What follows belongs to an exercise in optimizing a design on an open flow for small area, a short achievable clock period and few clock cycles per item; a production flow would make more cautious choices.
Function was checked by simulation only, so behaviour that the tests miss may differ from the original.
No activity file was given, so power comes from the tool's default toggle rates.

==> flow/design.v (excerpt) <==
module mac_pipe (
  input  logic               clk,
  input  logic               rst,
  input  logic               in_valid,
  output logic               in_ready,
  input  logic               in_first,
  input  logic               in_last,
  input  logic [71:0]        kernel_in,
  input  logic [71:0]        map_in,
  input  logic signed [31:0] bias,
  input  logic [4:0]         shift,
  output logic               out_valid,
  input  logic               out_ready,
  output logic signed [7:0]  mac_out
);
  logic take;
  assign take = in_valid && in_ready;
  logic pp1;
  logic pp2;
  logic pp3;
  logic pp4;
  logic pp5;
  logic pp6;
  logic pp7;
  logic pp8;
  logic pp9;
  logic pp10;
  logic pp11;
  logic pp12;
  logic pp13;
  logic pp14;
  logic pp15;
  logic pp16;
  logic pp17;
  logic pp18;
  logic pp19;
  logic pp20;
  logic pp21;
  logic pp22;
  logic pp23;
  logic pp24;
  logic pp25;
  logic pp26;
  logic pp27;
  logic pp28;
  logic pp29;
  logic pp30;
  logic pp31;
  logic pp32;
  logic pp33;
  logic pp34;
  logic pp35;
  logic pp36;
  logic pp37;
  logic pp38;
  logic pp39;
  logic pp40;
  logic pp41;
  logic pp42;
  logic pp43;
  logic pp44;
  logic pp45;
  logic pp46;
  logic pp47;
  logic pp48;
  logic pp49;
  logic pp50;
  logic pp51;
  logic pp52;
  logic pp53;
  logic pp54;
  logic pp55;
  logic pp56;
  logic pp57;
  logic pp58;
  logic pp59;
  logic pp60;
  logic pp61;
  logic pp62;
  logic pp63;
  logic pp64;
  logic pp65;
  logic pp66;
  logic pp67;
  logic pp68;
  logic pp69;
  logic pp70;
  logic pp71;
  logic pp72;
  logic pp73;
  logic pp74;
  logic pp75;
  logic pp76;
  logic pp77;
  logic pp78;
  logic pp79;
  logic pp80;
  logic pp81;
  logic pp82;
  logic pp83;
  logic pp84;
  logic pp85;
  logic pp86;
  ...
Size in the first run: ~2700 cells after synthesis, about 200 I/O pins, ~28000 um^2 of cells after synthesis.
export LEC_CHECK = 0
export ABC_AREA = 1
export CAP_MARGIN = 20
export CORE_MARGIN = 2
export CORE_UTILIZATION = 40
export SETUP_SLACK_MARGIN = 4.3
export SLEW_MARGIN = 20
create_clock -name core_clock -period 7.5 [get_ports {clk}]
standard.sh (not shown) runs the stock make flow with config.mk's settings and CLKGATE_MAP_FILE= SYNTH_SCRIPT=/design/flow/synth_recipe.tcl, a recipe that flattens the netlist after the stock synthesis.
==> flow/flow/run.sh <==
#!/bin/bash
# Layout flow: the standard flow with two changes.
#  1. After the standard synthesis, flow/polarity.py re-chooses which full
#     adders work on complemented signals, so fewer inverters sit between
#     adders (registers and all other cells are left as synthesis made them).
#  2. Ports are buffered with sky130_fd_sc_hd__buf_1 instead of the default
#     pick; timing repair still resizes them as needed.
# Each tool's output goes to a log file of its own in this folder.
set -euo pipefail
R=orfs/results/${FLOW_PLATFORM:-sky130hd}/mac_pipe/base
bash standard.sh "$(pwd)/$R/1_2_yosys.v" > synth.log 2>&1
cp "$R/1_2_yosys.v" 1_2_yosys.standard.v
python3 flow/polarity.py 1_2_yosys.standard.v "$R/1_2_yosys.v" > polarity.log 2>&1
BUFFER_PORTS_ARGS="-buffer_cell sky130_fd_sc_hd__buf_1" bash standard.sh finish > layout.log 2>&1
Other scripts of this flow, unchanged in this note and not shown: flow/flow/polarity.py
The starting point went through all stages and came out clean.
Testbench counts at the start, summed over its fixed seeds: cycles 7,044, items 7,012.
Next try:
Settings changed: CORE_UTILIZATION 40 to 70, PLACE_DENSITY set to 0.78, SETUP_SLACK_MARGIN 4.3 to 4.0.
Outcome: Design area fell by 9.8%; via count came out higher by 7.7%; power came out higher by 0.65%; critical path depth rises by 1; sequential power climbs by about 2%; combinational power stays flat.


Another version of the RTL of mac_pipe (not shown whole).
For scale: roughly 2800 cells after synthesis, roughly 27000 um^2 of cells after synthesis.
==> flow/config.mk <==
export PLATFORM = sky130hd
export DESIGN_NAME = mac_pipe
export DESIGN_NICKNAME = mac_pipe
export VERILOG_FILES = /design/flow/design.v
export SDC_FILE = /design/flow/constraint.sdc
export NUM_CORES = 4
export LEC_CHECK = 0
export ABC_AREA = 1
export CAP_MARGIN = 20
export CORE_MARGIN = 2
export CORE_UTILIZATION = 60
export CTS_CLUSTER_DIAMETER = 80
export CTS_CLUSTER_SIZE = 30
export SETUP_SLACK_MARGIN = 4.0
export SLEW_MARGIN = 20
==> flow/constraint.sdc <==
create_clock -name core_clock -period 7.5 [get_ports {clk}]
set_input_delay 1.5000 -clock core_clock [delete_from_list [all_inputs] [get_ports {clk}]]
set_output_delay 1.5000 -clock core_clock [all_outputs]
set_load 0.01 [all_outputs]
==> flow/flow/run.sh <==
#!/bin/bash
# Layout flow: the standard flow with two changes.
#  1. After the standard synthesis, flow/polarity.py re-chooses which full
#     adders work on complemented signals and swaps simple gates for their
#     De Morgan / complemented-output twins, so fewer inverters remain
#     (registers are left as synthesis made them). Yosys then proves the new
#     netlist equivalent to the standard one (registers paired by name); if
#     that proof fails, the standard netlist is laid out instead.
#  2. Ports are buffered with sky130_fd_sc_hd__buf_2 instead of the default
#     pick; timing repair still resizes them as needed.
# Each tool's output goes to a log file of its own in this folder.
set -euo pipefail
R=orfs/results/${FLOW_PLATFORM:-sky130hd}/mac_pipe/base
LIB=$(ls "$FLOW_HOME"/platforms/${FLOW_PLATFORM:-sky130hd}/lib/sky130_fd_sc_hd__tt_025C_1v80.lib)
bash standard.sh "$(pwd)/$R/1_2_yosys.v" > synth.log 2>&1
cp "$R/1_2_yosys.v" 1_2_yosys.standard.v
python3 flow/polarity.py 1_2_yosys.standard.v 1_2_yosys.polarity.v > polarity.log 2>&1
python3 flow/hide_names.py 1_2_yosys.polarity.v polarity_hidden.v > hide.log 2>&1
sed "s#@LIB@#$LIB#" flow/equiv.ys > equiv.ys
YOSYS=$(command -v yosys || echo "$FLOW_HOME/../tools/install/yosys/bin/yosys")
if "$YOSYS" -q -l equiv.log equiv.ys > equiv.out 2>&1; then
  cp 1_2_yosys.polarity.v "$R/1_2_yosys.v"
  echo "polarity netlist proven equivalent; using it" >> polarity.log
else
  echo "equivalence not proven; keeping the standard netlist" >> polarity.log
fi
BUFFER_PORTS_ARGS="-buffer_cell sky130_fd_sc_hd__buf_2" bash standard.sh finish > layout.log 2>&1
Other scripts of this flow, unchanged in this note and not shown: flow/flow/equiv.ys, flow/flow/hide_names.py, flow/flow/polarity.py
The first run finished clean.
Testbench counts at the start, summed over its fixed seeds: cycles 7,044, items 7,012.
Next try:
--- a/flow/flow/run.sh
+++ b/flow/flow/run.sh
@@ -9 +9 @@
-#  2. Ports are buffered with sky130_fd_sc_hd__buf_2 instead of the default
+#  2. Ports are buffered with sky130_fd_sc_hd__buf_1 instead of the default
@@ -27 +27 @@
-BUFFER_PORTS_ARGS="-buffer_cell sky130_fd_sc_hd__buf_2" bash standard.sh finish > layout.log 2>&1
+BUFFER_PORTS_ARGS="-buffer_cell sky130_fd_sc_hd__buf_1" bash standard.sh finish > layout.log 2>&1
- CTS_CLUSTER_DIAMETER: 80 -> 90
- CTS_CLUSTER_SIZE: 30 -> 36
What happened: Final cell count stays the same; cell area falls by about 0.44%; clock-buffer cell count shrinks by 4; core utilization went down by 0.29 points; synthesized area is unchanged; die area is unchanged; setup slack gets better by 0.014 ns; worst hold slack is about the same; register-to-register slack stays flat; first-iteration DRC count increases by about 10%; wire length went down by 0.95%.
Next try:
- CTS_CLUSTER_DIAMETER: 90 -> 80
- CTS_CLUSTER_SIZE: 36 -> 30
=>
- setup slack improves by 0.023 ns
- register-to-register slack is better by 0.02 ns
- area after synthesis is unchanged
- final cell count stays flat
- clock-buffer cell count went up by 5
- power rises by 3.2%
- combinational power came out higher by about 4%
- synthesized cell count does not change


RTL: one of the versions met above, not the one the previous note started from.
Size in the first run: roughly 2,300 cells after synthesis, ~200 I/O pins.
clock: 7.5 ns
lec_check: 0
cap_margin: 20
core_margin: 2
core_utilization: 60
setup_slack_margin: 4.0
slew_margin: 20
==> flow/flow/run.sh <==
#!/bin/bash
# Layout flow: the standard flow with two changes.
#  1. After the standard synthesis, flow/polarity.py re-chooses which full
#     adders work on complemented signals, so fewer inverters sit between
#     adders (registers and all other cells are left as synthesis made them).
#  2. Ports are buffered with sky130_fd_sc_hd__buf_1 instead of the default
#     pick; timing repair still resizes them as needed.
# Each tool's output goes to a log file of its own in this folder.
set -euo pipefail
R=orfs/results/${FLOW_PLATFORM:-sky130hd}/mac_pipe/base
bash standard.sh "$(pwd)/$R/1_2_yosys.v" > synth.log 2>&1
cp "$R/1_2_yosys.v" 1_2_yosys.standard.v
python3 flow/polarity.py 1_2_yosys.standard.v "$R/1_2_yosys.v" > polarity.log 2>&1
BUFFER_PORTS_ARGS="-buffer_cell sky130_fd_sc_hd__buf_1" bash standard.sh finish > layout.log 2>&1
Other scripts of this flow, unchanged in this note and not shown: flow/flow/polarity.py
Testbench counts at the start, summed over its fixed seeds: cycles 7,044, items 7,012.
Edit:
--- a/flow/config.mk
+++ b/flow/config.mk
@@ -7,5 +7,6 @@
 export LEC_CHECK = 0
+export ABC_AREA = 1
 export CAP_MARGIN = 20
 export CORE_MARGIN = 2
-export CORE_UTILIZATION = 60
+export CORE_UTILIZATION = 40
 export SETUP_SLACK_MARGIN = 4.0
After rerunning:
- final cell count increases by 21%
- wire length increases by 7.8%
- maximum frequency increases by 0.85%
- total power decreases by 1.4%
- register-to-register slack improves by 0.02 ns
Edit:
--- a/flow/config.mk
+++ b/flow/config.mk
@@ -10,3 +10,3 @@
 export CORE_MARGIN = 2
-export CORE_UTILIZATION = 40
+export CORE_UTILIZATION = 60
 export SETUP_SLACK_MARGIN = 4.0
Outcome:
- setup slack got worse by 0.020 ns
- wire length fell by 4.4%
- first-iteration DRC count rose by 85%
- clock-buffer cell count fell by 13
- area after synthesis is unchanged
- total power fell by 2.2%
- maximum frequency fell by 0.56%
- critical path depth is unchanged
- synthesized cell count does not change
- global-route usage rose by 11 points
Edit:
--- a/flow/config.mk
+++ b/flow/config.mk
@@ -11,3 +11,3 @@
 export CORE_UTILIZATION = 60
-export SETUP_SLACK_MARGIN = 4.0
+export SETUP_SLACK_MARGIN = 3.7
 export SLEW_MARGIN = 20
Result: The new run ran to the end with no violations. Sequential power barely changes. Utilization decreases by 2.1 points. Worst setup slack degrades by 0.31 ns. Critical path depth grows by 1. Routed wire length falls by a few percent. Clock-buffer cell count goes up by 9. Non-clock buffer count is lower by 8. Area after synthesis stays the same. Global-route usage shrinks by 0.82 points.

afterwards: timing with drivers on the ports:
No port has a modelled driver above. Below, the same layouts with a new extraction and two added sets of constraints. Step 1, drivers: a clkbuf_16 drives clk and a buf_2 each remaining input, both assumed. Step 2 adds t to the input delays and takes it off the output delays; t is the mean of the earliest and latest rising clock arrival at the registers after step 1. Input paths then give back, and output paths get back, about the clock's delay inside the block. Three values: no drivers, after step 1, after step 2; two values: the first two.
run | shift t [ns] | setup slack, ns | worst hold slack (ns) | worst setup path after step 2
the first run of note 1 | 0.609 | 4.008 / 3.987 / 3.378 | 0.319 / 0.319 / 0.319 | input to register
the second run of note 1 | 0.642 | 3.973 / 3.973 / 3.331 | 0.329 / 0.329 / 0.329 | input to register
the first run of note 2 | 0.597 | 3.958 / 3.958 / 3.561 | 0.331 / 0.331 / 0.331 | input to register
the second run of note 2 | 0.568 | 3.972 / 3.972 / 3.536 | 0.330 / 0.330 / 0.330 | input to register
the third run of note 2 | 0.607 | 3.995 / 3.995 / 3.490 | 0.327 / 0.327 / 0.327 | input to register
the first run of note 3 | 0.621 | 3.983 / 4.010 / 3.390 | 0.320 / 0.320 / 0.320 | input to register
the second run of note 3 | 0.611 | 4.012 / 3.985 / 3.374 | 0.322 / 0.322 / 0.322 | input to register
the third run of note 3 | 0.635 | 3.993 / 3.979 / 3.344 | 0.327 / 0.327 / 0.327 | input to register
the fourth run of note 3 | 0.608 | 3.685 / 3.654 / 3.046 | 0.329 / 0.329 / 0.329 | input to register
After both steps every run listed still meets setup and hold. The setup slack of the third run of note 3, which loses most, moves by -0.014 ns with the drivers and by -0.649 ns with both steps.
